From an optimization exercise on the open Yosys and OpenROAD flow, aimed at small area and a short achievable clock period; shortcuts taken in it are not production practice.
RTL that was checked went through simulation tests only; none was proved equivalent to the original.
Power and IR drop assume default switching activity.

==> module logic_shift_unit, before the edit <==
module logic_shift_unit (
    input  logic [31:0] p,
    input  logic [31:0] g,
    input  logic [4:0]  m,
    input  logic [4:0]  mn,
    input  logic [2:0]  lut,
    input  logic        rot,
    input  logic        shr,
    input  logic        shl,
    input  logic        fill,
    output logic [31:0] out
);
    logic [31:0] r [0:5];       
    logic [31:0] hi;            
    logic [31:0] keep;
    logic        mz;
    logic        keep_hi, keep_lo, fill_hi;
    logic [31:0] ge;            
    assign r[0] = p;
    rot_by1  u_rot1  (.x (r[0]), .s (m[0]), .sn (mn[0]), .yn (r[1]));
    rot_by2  u_rot2  (.x (r[1]), .s (m[1]), .sn (mn[1]), .yn (r[2]));
    rot_by4  u_rot4  (.x (r[2]), .s (m[2]), .sn (mn[2]), .yn (r[3]));
    rot_by8  u_rot8  (.x (r[3]), .s (m[3]), .sn (mn[3]), .yn (r[4]));
    rot_by16 u_rot16 (.x (r[4]), .s (m[4]), .sn (mn[4]), .yn (r[5]));
    assign ge      = 32'hFFFF_FFFF << m;
    assign mz      = ~|m;
    assign keep_hi = rot | shl;                        
    assign keep_lo = rot | shr | (shl & mz);           
    assign fill_hi = fill & p[31];                     
    for (genvar i = 0; i < 32; i++) begin : g_hi
        assign hi[i] = ~ge[31-i];                      
    end
    assign keep = (hi & {32{keep_hi}}) | (~hi & {32{keep_lo}});
    assign out = (~r[5] & keep)
               | (hi & {32{fill_hi}})
               | (g & {32{lut[2]}})
               | (p & {32{lut[1]}})
               | (~(g | p) & {32{lut[0]}});
endmodule
==> module rot_by16, before the edit <==
module rot_by16 (
    input  logic [31:0] x,
    input  logic        s,
    input  logic        sn,
    output logic [31:0] yn
);
    assign yn = ~((x | {32{s}}) & ({x[15:0], x[31:16]} | {32{sn}}));
endmodule
==> flow/config.mk <==
export PLATFORM = sky130hd
export DESIGN_NAME = alu_top
export DESIGN_NICKNAME = alu_top
export VERILOG_FILES = /design/flow/design.v
export SDC_FILE = /design/flow/constraint.sdc
export NUM_CORES = 4
export LEC_CHECK = 0
export CAP_MARGIN = 20
export CORE_MARGIN = 2
export CORE_UTILIZATION = 50
export CTS_BUF_LIST = sky130_fd_sc_hd__clkbuf_8
export SETUP_SLACK_MARGIN = 3.2
export SLEW_MARGIN = 20
export TNS_END_PERCENT = 100
==> flow/constraint.sdc <==
create_clock -name core_clock -period 6.0 [get_ports {clk}]
set_input_delay 1.2000 -clock core_clock [delete_from_list [all_inputs] [get_ports {clk}]]
set_output_delay 1.2000 -clock core_clock [all_outputs]
set_load 0.01 [all_outputs]
standard.sh (not shown) runs the stock make flow with config.mk's settings and CLKGATE_MAP_FILE= SYNTH_SCRIPT=/design/flow/synth_recipe.tcl, a recipe that flattens the netlist after the stock synthesis.
==> flow/flow/run.sh <==
#!/bin/bash
# Own layout flow: the standard ORFS flow (standard.sh, standard synthesis
# unchanged) with two sizing changes: the I/O port buffers are inserted as
# buf_1 cells instead of the cell buffer_ports picks by default, and the
# resizer may swap cells across footprints (MATCH_CELL_FOOTPRINT=0), so those
# buffers and the logic can be upsized where timing needs it.
set -euo pipefail
export BUFFER_PORTS_ARGS="-buffer_cell sky130_fd_sc_hd__buf_1"
bash standard.sh MATCH_CELL_FOOTPRINT=0 finish > flow_make.log 2>&1
==> next run, changes <==
--- a/flow/design.v
+++ b/flow/design.v
@@ -193,29 +193,28 @@
     input  logic        fill,
     output logic [31:0] out
 );
-    logic [31:0] r [0:5];       
+    logic [31:0] r [0:4];       
     logic [31:0] hi;            
     logic [31:0] keep;
+    logic [31:0] k0, k1;        
     logic        mz;
-    logic        keep_hi, keep_lo, fill_hi;
     logic [31:0] ge;            
+    assign ge = 32'hFFFF_FFFF << m;
     assign r[0] = p;
-    rot_by1  u_rot1  (.x (r[0]), .s (m[0]), .sn (mn[0]), .yn (r[1]));
-    rot_by2  u_rot2  (.x (r[1]), .s (m[1]), .sn (mn[1]), .yn (r[2]));
-    rot_by4  u_rot4  (.x (r[2]), .s (m[2]), .sn (mn[2]), .yn (r[3]));
-    rot_by8  u_rot8  (.x (r[3]), .s (m[3]), .sn (mn[3]), .yn (r[4]));
-    rot_by16 u_rot16 (.x (r[4]), .s (m[4]), .sn (mn[4]), .yn (r[5]));
-    assign ge      = 32'hFFFF_FFFF << m;
-    assign mz      = ~|m;
-    assign keep_hi = rot | shl;                        
-    assign keep_lo = rot | shr | (shl & mz);           
-    assign fill_hi = fill & p[31];                     
+    rot_by1 u_rot1 (.x (r[0]), .s (m[0]), .sn (mn[0]), .yn (r[1]));
+    rot_by2 u_rot2 (.x (r[1]), .s (m[1]), .sn (mn[1]), .yn (r[2]));
+    rot_by4 u_rot4 (.x (r[2]), .s (m[2]), .sn (mn[2]), .yn (r[3]));
+    rot_by8 u_rot8 (.x (r[3]), .s (m[3]), .sn (mn[3]), .yn (r[4]));
+    assign mz   = ~|m;
     for (genvar i = 0; i < 32; i++) begin : g_hi
         assign hi[i] = ~ge[31-i];                      
     end
-    assign keep = (hi & {32{keep_hi}}) | (~hi & {32{keep_lo}});
-    assign out = (~r[5] & keep)
-               | (hi & {32{fill_hi}})
+    assign keep = {32{rot}} | ({32{shr}} & ~hi) | ({32{shl}} & (hi | {32{mz}}));
+    assign k0   = keep & {32{mn[4]}};
+    assign k1   = keep & {32{m[4]}};
+    assign out = (r[4] & k0)
+               | ({r[4][15:0], r[4][31:16]} & k1)
+               | ({32{fill & p[31]}} & hi)
                | (g & {32{lut[2]}})
                | (p & {32{lut[1]}})
                | (~(g | p) & {32{lut[0]}});
@@ -252,14 +251,6 @@
 );
     assign yn = ~((x | {32{s}}) & ({x[7:0], x[31:8]} | {32{sn}}));
 endmodule
-module rot_by16 (
-    input  logic [31:0] x,
-    input  logic        s,
-    input  logic        sn,
-    output logic [31:0] yn
-);
-    assign yn = ~((x | {32{s}}) & ({x[15:0], x[31:16]} | {32{sn}}));
-endmodule
 module compare_unit (
     input  logic [31:0] p,
     input  logic        g31,
Outcome:
- The new run finished with timing, DRC and antenna clean
- final cell count falls by 3.8%
- clock-buffer cell count rises by 2
- via count falls by about 5%
- design area falls by about 1.9%
- synthesized cell count falls by about 4.4%
- non-clock buffer count falls by 4
- sequential power is about the same
- power is about the same
- synthesized area falls by 2.6%
- setup slack degrades by 0.023 ns
- routed wire length falls by about 1.7%
Function not checked in the first run of this note: the RTL went through the layout flow alone.

## separate check: timing with driven ports
How much do the figures lean on ideal ports? The routed layouts below were timed once more, with nothing changed but the port constraints. Step 1: set_driving_cell puts a clkbuf_16 on clk and a buf_2 on each other input, an assumption about the parent block. Step 2, shift: input delay + t, output delay - t, t = (earliest + latest rising clock arrival at the registers) / 2. This alone moves slack from input paths to output paths. a / b / c = ideal / step 1 / step 2; a / b = the first two.
| run | t, ns | setup slack, ns | worst hold slack (ns) |
|---|---|---|---|
| the first run | 0.491 | 3.200 / 3.157 / 2.976 | 0.495 / 0.495 / 0.495 |
| the second run | 0.502 | 3.177 / 3.137 / 2.908 | 0.516 / 0.516 / 0.516 |
After both steps setup and hold are still met in every run listed. For the second run, which loses most, drivers alone change the setup slack by -0.040 ns; drivers and shift together by -0.269 ns.
